This design comes from an exercise in tuning for small area on the open sky130 flow, not from production work. The RTL was checked by simulation tests, not by an equivalence proof against the original design. Power is estimated from default activity; no workload was simulated.

Design arm_lite_core, start of the top module:
module arm_lite_core (
    input  logic        clk,
    input  logic        i_reset_n,
    input  logic        i_ins_valid,
    input  logic [31:0] i_ins,
    output logic        o_wb_valid,
    output logic        o_wb_en,
    output logic [3:0]  o_wb_addr,
    output logic [31:0] o_wb_data,
    output logic [3:0]  o_nzcv
);
    logic        dec_valid;
    logic        dec_write;
    logic        dec_set_flags;
    logic        dec_arith;
    logic        dec_inv;
    logic        dec_zero_a;
    logic        dec_keep_p;
    logic        dec_keep_g;
    logic [3:0]  dec_rd;
    logic [3:0]  dec_rn;
    logic        dec_is_imm;
    logic [11:0] dec_op2;
    logic [15:0] sel_a;
    logic [15:0] sel_b;
    logic [15:0] wr_en;
    logic [31:0] op_a;
    logic [31:0] rm_val;
    logic [31:0] op_b;
    logic [3:0]  nzcv_next;
    logic [31:0] result;
    ins_decoder u_ins_decoder (
        .clk         (clk),
        .i_reset_n   (i_reset_n),
        .i_ins_valid (i_ins_valid),
        .i_ins       (i_ins),
        .i_nzcv_next (nzcv_next),
        .o_valid     (dec_valid),
        .o_write     (dec_write),
        .o_set_flags (dec_set_flags),
        .o_arith     (dec_arith),
        .o_inv       (dec_inv),
        .o_zero_a    (dec_zero_a),
        .o_keep_p    (dec_keep_p),
        .o_keep_g    (dec_keep_g),
        .o_rd        (dec_rd),
        .o_rn        (dec_rn),
        .o_is_imm    (dec_is_imm),
        .o_op2       (dec_op2)
    );
    always_comb begin
        for (int i = 0; i < 16; i++) begin
  ...
export LEC_CHECK = 0
export CAP_MARGIN = 5
export CORE_MARGIN = 2
export CORE_UTILIZATION = 50
export SLEW_MARGIN = 5
create_clock -name core_clock -period 12.0 [get_ports {clk}]
standard.sh (not shown) runs the stock make flow with config.mk's settings and CLKGATE_MAP_FILE= SYNTH_SCRIPT=/design/flow/synth_recipe.tcl, a recipe that flattens the netlist after the stock synthesis.
==> flow/flow/run.sh <==
#!/bin/bash
# Own layout flow: the standard synthesis with an area-oriented ABC mapping script, then the
# standard ORFS layout with leaner port buffers and clock tree. Each tool's output goes to a log here.
set -euo pipefail
W=$(pwd)
F=$W/flow

# synthesis: synth_recipe.tcl unchanged, except that ABC gets flow/area.abc as its script
cat > "$W/synth_area.tcl" <<EOT
proc abc {args} {
  set i [lsearch -exact \$args -script]
  if {\$i >= 0} { set args [lreplace \$args \$i [expr {\$i + 1}] -script $F/area.abc] }
  yosys abc {*}\$args
}
source $W/synth_recipe.tcl
EOT
sed "s#SYNTH_SCRIPT=[^ ]*#SYNTH_SCRIPT=$W/synth_area.tcl#" standard.sh > "$W/area_standard.sh"

bash "$W/area_standard.sh" synth > "$W/synth.log" 2>&1

CTS_ARGS=${X_CTS_ARGS:-"-sink_clustering_enable -repair_clock_nets -dont_use_dummy_load -buf_list sky130_fd_sc_hd__clkbuf_8 -sink_clustering_size 18 -sink_clustering_max_diameter 70"}
bash "$W/area_standard.sh" \
  "BUFFER_PORTS_ARGS=-buffer_cell sky130_fd_sc_hd__buf_1" \
  "CTS_ARGS=$CTS_ARGS" \
  ${X_EXTRA:-} \
  ${X_TARGET:-finish} > "$W/layout.log" 2>&1
==> flow/flow/area.abc <==
strash
&get -n
&st
&dch
&nf -R 1000 -p
&put
mfs2
strash
&get -n
&dch
&nf -R 1000 -p
&put
mfs2
strash
&get -n
&dch
&nf -R 1000 -p
&put
mfs2
strash
&get -n
&dch
&nf -R 1000 -p
&put
mfs2
strash
&get -n
&dch
&nf -R 1000 -p
&put
Then changed:
--- a/flow/flow/run.sh
+++ b/flow/flow/run.sh
@@ -21 +21 @@
-CTS_ARGS=${X_CTS_ARGS:-"-sink_clustering_enable -repair_clock_nets -dont_use_dummy_load -buf_list sky130_fd_sc_hd__clkbuf_8 -sink_clustering_size 18 -sink_clustering_max_diameter 70"}
+CTS_ARGS=${X_CTS_ARGS:-"-sink_clustering_enable -repair_clock_nets -dont_use_dummy_load -buf_list sky130_fd_sc_hd__clkbuf_8 -sink_clustering_size 16 -sink_clustering_max_diameter 60"}
CAP_MARGIN = 0   (was 5)
SLEW_MARGIN = 0   (was 5)
What happened:
- hold slack is about the same
- maximum frequency grows by 0.35%
- sequential power hardly moves
- core utilization is higher by 0.13 points
Then changed:
--- a/flow/flow/run.sh
+++ b/flow/flow/run.sh
@@ -24,0 +25 @@
+  "POST_RESIZE_TCL=$F/downsize.tcl" \
==> flow/flow/downsize.tcl (new file) <==
# Downsize gates that repair left larger than their loads need: try each smaller drive of the
# same cell, keep it only if slews stay under 80% of the library limit, no slew or capacitance
# violation appears and setup slack stays above a margin.
proc ds_pin_slew {pin} {
  set s 0
  foreach pr {slew_max_rise slew_max_fall} {
    set v [get_property $pin $pr]
    if {$v > $s} {set s $v}
  }
  return $s
}
proc ds_ok {inst} {
  foreach out [get_pins -of_objects $inst -filter "direction==output"] {
    set net [get_nets -of_objects $out]
    if {$net == ""} continue
    foreach p [concat [list $out] [get_pins -of_objects $net -filter "direction==input"]] {
      if {[ds_pin_slew $p] > 1.2} {return 0}
    }
  }
  foreach in [get_pins -of_objects $inst -filter "direction==input"] {
    if {[ds_pin_slew $in] > 1.2} {return 0}
  }
  return 1
}
set ds_slack_min 0.8e-9
estimate_parasitics -placement
set ds_a0 [rsz::design_area]
set ds_sv [sta::max_slew_violation_count]
set ds_cv [sta::max_capacitance_violation_count]
set ds_kept 0
set cands {}
foreach inst [get_cells *] {
  set m [get_property $inst ref_name]
  if {[regexp {^(sky130_fd_sc_hd__[a-z0-9]+)_([0-9]+)$} $m -> base sz] && $sz > 1} {
    if {[string match "*dfx*" $base] || [string match "*edf*" $base] || [string match "*clkbuf*" $base] || [string match "*tap*" $base] || [string match "*conb*" $base]} continue
    lappend cands [list $inst $base $sz $m]
  }
}
puts "downsize: [llength $cands] candidates, area $ds_a0, slack [sta::worst_slack_cmd max]"
foreach c $cands {
  lassign $c inst base sz m
  foreach s {0 1 2 4} {
    if {$s >= $sz} break
    set lc [get_lib_cells -quiet */${base}_$s]
    if {$lc == ""} continue
    if {[lsearch -exact $::env(DONT_USE_CELLS) ${base}_$s] >= 0} continue
    replace_cell $inst $lc
    estimate_parasitics -placement
    if {[ds_ok $inst] && [sta::max_slew_violation_count] <= $ds_sv && [sta::max_capacitance_violation_count] <= $ds_cv && [sta::worst_slack_cmd max] >= $ds_slack_min} {
      incr ds_kept
      break
    }
    replace_cell $inst [get_lib_cells */$m]
  }
}
estimate_parasitics -placement
puts "downsize: kept $ds_kept, area [rsz::design_area] (was $ds_a0), slack [sta::worst_slack_cmd max], slew viol [sta::max_slew_violation_count], cap viol [sta::max_capacitance_violation_count]"
CAP_MARGIN = 5   (was 0)
SLEW_MARGIN = 5   (was 0)
Result:
- total power fell by 0.53%
- critical path depth fell by 2
- non-clock buffer count rose by 1
- final cell count hardly moves
- hold slack got worse by 0.0042 ns
- sequential share of layout area rose by 1.2 points
- area after synthesis stays the same
- sequential power stays flat
- global-route usage fell by 0.25 points
- routed wire length hardly moves
- clock power stays flat

-- what the ideal ports hide --
The flow's constraints put no driver on any port. The routed layouts listed below were extracted and timed again, unchanged, in two steps. Step 1 (the two cells are an assumption about what drives the block):
set clk [get_ports {clk}]
set_driving_cell -lib_cell sky130_fd_sc_hd__clkbuf_16 $clk
set_driving_cell -lib_cell sky130_fd_sc_hd__buf_2 [delete_from_list [all_inputs] $clk]
Step 2 times the ports against the registers' clock, not the clock port: input delays grow and output delays shrink by t, the midpoint of the rising clock arrivals with the driver on. Three values: ideal, step 1, step 2; two values: the first two.
run	t (ns)	setup slack, ns	worst setup path at the end	clock arrival spread, ns
the first run	0.692	1.468 / 1.468 / 1.468	register to register	0.095 / 0.095
the second run	0.715	1.505 / 1.505 / 1.505	register to register	0.098 / 0.098
the third run	0.701	0.710 / 0.710 / 0.710	register to register	0.107 / 0.107
After both steps every run listed still meets setup and hold.
